From an optimization exercise on the open Yosys and OpenROAD flow, aimed at small area and a short achievable clock period; shortcuts taken in it are not production practice. RTL that was checked went through simulation tests only; none was proved equivalent to the original.

==> module fifo_ram, before the edit <==
module fifo_ram #(
   parameter int DEPTH = 512,
   parameter int WIDTH = 8
) (
   input  logic                     clk,
   input  logic                     i_we,
   input  logic [$clog2(DEPTH)-1:0] i_waddr,
   input  logic [WIDTH-1:0]         i_wdata,
   input  logic [$clog2(DEPTH)-1:0] i_raddr,
   output logic [WIDTH-1:0]         o_rdata
);
   logic [WIDTH-1:0] w_word [DEPTH];
   for (genvar i = 0; i < DEPTH; i++) begin : g_word
      logic [WIDTH-1:0] r_q;
      always_ff @(posedge clk)
         if (i_we && i_waddr == i) r_q <= i_wdata;
      assign w_word[i] = r_q;
   end
   always_comb begin
      o_rdata = '0;
      for (int i = 0; i < DEPTH; i++)
         o_rdata = o_rdata | (w_word[i] & {WIDTH{i_raddr == i}});
   end
endmodule
==> module sample_fifo, before the edit <==
module sample_fifo #(
   parameter int DEPTH       = sdr_pkg::FIFO_DEPTH,
   parameter int WIDTH       = sdr_pkg::SAMPLE_W,
   parameter int AFULL_LEVEL = DEPTH - 64
) (
   input  logic                   clk,
   input  logic                   rst_n,
   input  logic [WIDTH-1:0]       wr_data,
   input  logic                   wr_en,
   output logic                   full,
   output logic                   almost_full,
   input  logic                   read,
   output logic [WIDTH-1:0]       sample,
   output logic                   empty,
   output logic [$clog2(DEPTH):0] level,
   input  logic                   i_stats_clr,
   output logic [sdr_pkg::STAT_W-1:0]      o_overflow_cnt,
   output logic [sdr_pkg::STAT_W-1:0]      o_underflow_cnt
);
   localparam int AW = $clog2(DEPTH);
   logic [AW-1:0] r_wr_ptr, r_rd_ptr;
   logic [AW:0]   r_level, w_level_nxt;
   logic          r_empty, r_full, r_afull;
   logic          w_wr, w_rd;
   logic [WIDTH-1:0] w_rdata, r_sample;
   assign w_wr        = wr_en & ~r_full;
   assign w_rd        = read & ~r_empty;
   assign w_level_nxt = r_level + (AW+1)'(w_wr) - (AW+1)'(w_rd);
   assign level       = r_level;
   assign empty       = r_empty;
   assign full        = r_full;
   assign almost_full = r_afull;
   assign sample      = r_sample;
   always_ff @(posedge clk or negedge rst_n)
      if (!rst_n) begin
         r_wr_ptr <= '0;
         r_rd_ptr <= '0;
         r_level  <= '0;
         r_empty  <= 1'b1;
         r_full   <= 1'b0;
         r_afull  <= 1'b0;
         r_sample <= '0;
      end else begin
         if (w_wr) r_wr_ptr <= r_wr_ptr + 1'b1;
         if (w_rd) r_rd_ptr <= r_rd_ptr + 1'b1;
         if (w_rd) r_sample <= w_rdata;
         r_level <= w_level_nxt;
         r_empty <= w_level_nxt == '0;
         r_full  <= w_level_nxt == (AW+1)'(DEPTH);
         r_afull <= w_level_nxt >= (AW+1)'(AFULL_LEVEL);
      end
   fifo_ram #(.DEPTH(DEPTH), .WIDTH(WIDTH)) u_ram (
      .clk     (clk),
      .i_we    (~r_full),
      .i_waddr (r_wr_ptr),
      .i_wdata (wr_data),
      .i_raddr (r_rd_ptr),
      .o_rdata (w_rdata)
   );
   logic [sdr_pkg::STAT_W-1:0] r_ovf_cnt, r_udf_cnt;
   always_ff @(posedge clk or negedge rst_n)
      if (!rst_n) begin
         r_ovf_cnt <= '0;
         r_udf_cnt <= '0;
      end else if (i_stats_clr) begin
         r_ovf_cnt <= '0;
         r_udf_cnt <= '0;
      end else begin
         if (wr_en & r_full & ~&r_ovf_cnt) r_ovf_cnt <= r_ovf_cnt + 1'b1;
         if (read & r_empty & ~&r_udf_cnt) r_udf_cnt <= r_udf_cnt + 1'b1;
      end
   assign o_overflow_cnt  = r_ovf_cnt;
   assign o_underflow_cnt = r_udf_cnt;
endmodule
make LEC_CHECK=0 CAP_MARGIN=20 CORE_MARGIN=2 CORE_UTILIZATION=45 SLEW_MARGIN=20 SYNTH_MEMORY_MAX_BITS=8192 finish   # period 4.8 ns
run.sh (not shown) runs the stock make flow with config.mk's settings and CLKGATE_MAP_FILE= SYNTH_SCRIPT=/design/flow/synth_recipe.tcl, a recipe that flattens the netlist after the stock synthesis.
The baseline stopped in global routing on GRT-0116.
Change:
--- a/flow/design.v
+++ b/flow/design.v
@@ -10,22 +10,18 @@
 ) (
    input  logic                     clk,
+   input  logic                     rst_n,
    input  logic                     i_we,
    input  logic [$clog2(DEPTH)-1:0] i_waddr,
    input  logic [WIDTH-1:0]         i_wdata,
+   input  logic                     i_re,
    input  logic [$clog2(DEPTH)-1:0] i_raddr,
    output logic [WIDTH-1:0]         o_rdata
 );
-   logic [WIDTH-1:0] w_word [DEPTH];
-   for (genvar i = 0; i < DEPTH; i++) begin : g_word
-      logic [WIDTH-1:0] r_q;
-      always_ff @(posedge clk)
-         if (i_we && i_waddr == i) r_q <= i_wdata;
-      assign w_word[i] = r_q;
-   end
-   always_comb begin
-      o_rdata = '0;
-      for (int i = 0; i < DEPTH; i++)
-         o_rdata = o_rdata | (w_word[i] & {WIDTH{i_raddr == i}});
-   end
+   logic [WIDTH-1:0] r_mem [DEPTH];
+   always_ff @(posedge clk)
+      if (i_we) r_mem[i_waddr] <= i_wdata;
+   always_ff @(posedge clk or negedge rst_n)
+      if (!rst_n) o_rdata <= '0;
+      else if (i_re) o_rdata <= r_mem[i_raddr];
 endmodule
 module sample_fifo #(
@@ -53,5 +49,4 @@
    logic          r_empty, r_full, r_afull;
    logic          w_wr, w_rd;
-   logic [WIDTH-1:0] w_rdata, r_sample;
    assign w_wr        = wr_en & ~r_full;
    assign w_rd        = read & ~r_empty;
@@ -61,5 +56,4 @@
    assign full        = r_full;
    assign almost_full = r_afull;
-   assign sample      = r_sample;
    always_ff @(posedge clk or negedge rst_n)
       if (!rst_n) begin
@@ -70,9 +64,7 @@
          r_full   <= 1'b0;
          r_afull  <= 1'b0;
-         r_sample <= '0;
       end else begin
          if (w_wr) r_wr_ptr <= r_wr_ptr + 1'b1;
          if (w_rd) r_rd_ptr <= r_rd_ptr + 1'b1;
-         if (w_rd) r_sample <= w_rdata;
          r_level <= w_level_nxt;
          r_empty <= w_level_nxt == '0;
@@ -82,9 +74,11 @@
    fifo_ram #(.DEPTH(DEPTH), .WIDTH(WIDTH)) u_ram (
       .clk     (clk),
-      .i_we    (~r_full),
+      .rst_n   (rst_n),
+      .i_we    (w_wr),
       .i_waddr (r_wr_ptr),
       .i_wdata (wr_data),
+      .i_re    (w_rd),
       .i_raddr (r_rd_ptr),
-      .o_rdata (w_rdata)
+      .o_rdata (sample)
    );
    logic [sdr_pkg::STAT_W-1:0] r_ovf_cnt, r_udf_cnt;
The new run passed the timing, design-rule and antenna checks.
Area after synthesis rose by 2.9%.
Synthesized cell count fell by 19%.
Function not checked in the first run of this note: the RTL went through the layout flow alone.

==> what the ideal ports hide <==
In the flow no input, the clock included, has a driving cell. The finished layout below was timed again as built, in two steps. Step 1 assumes that a clkbuf_16 drives the clock port and a buf_2 every other input. Step 2 also shifts input and output timing later by t, the mid clock arrival at the registers, as if the neighbouring blocks saw the same clock. a / b / c = no drivers / after step 1 / after step 2; a / b = the first two.
run: the second run
t (ns): 1.052
setup slack, ns: 0.178 / 0.178 / 0.123
worst setup path at the end: input to register
After both steps setup and hold are still met in the second run. The setup slack of the second run moves by 0.000 ns with the drivers and by -0.055 ns with both steps.
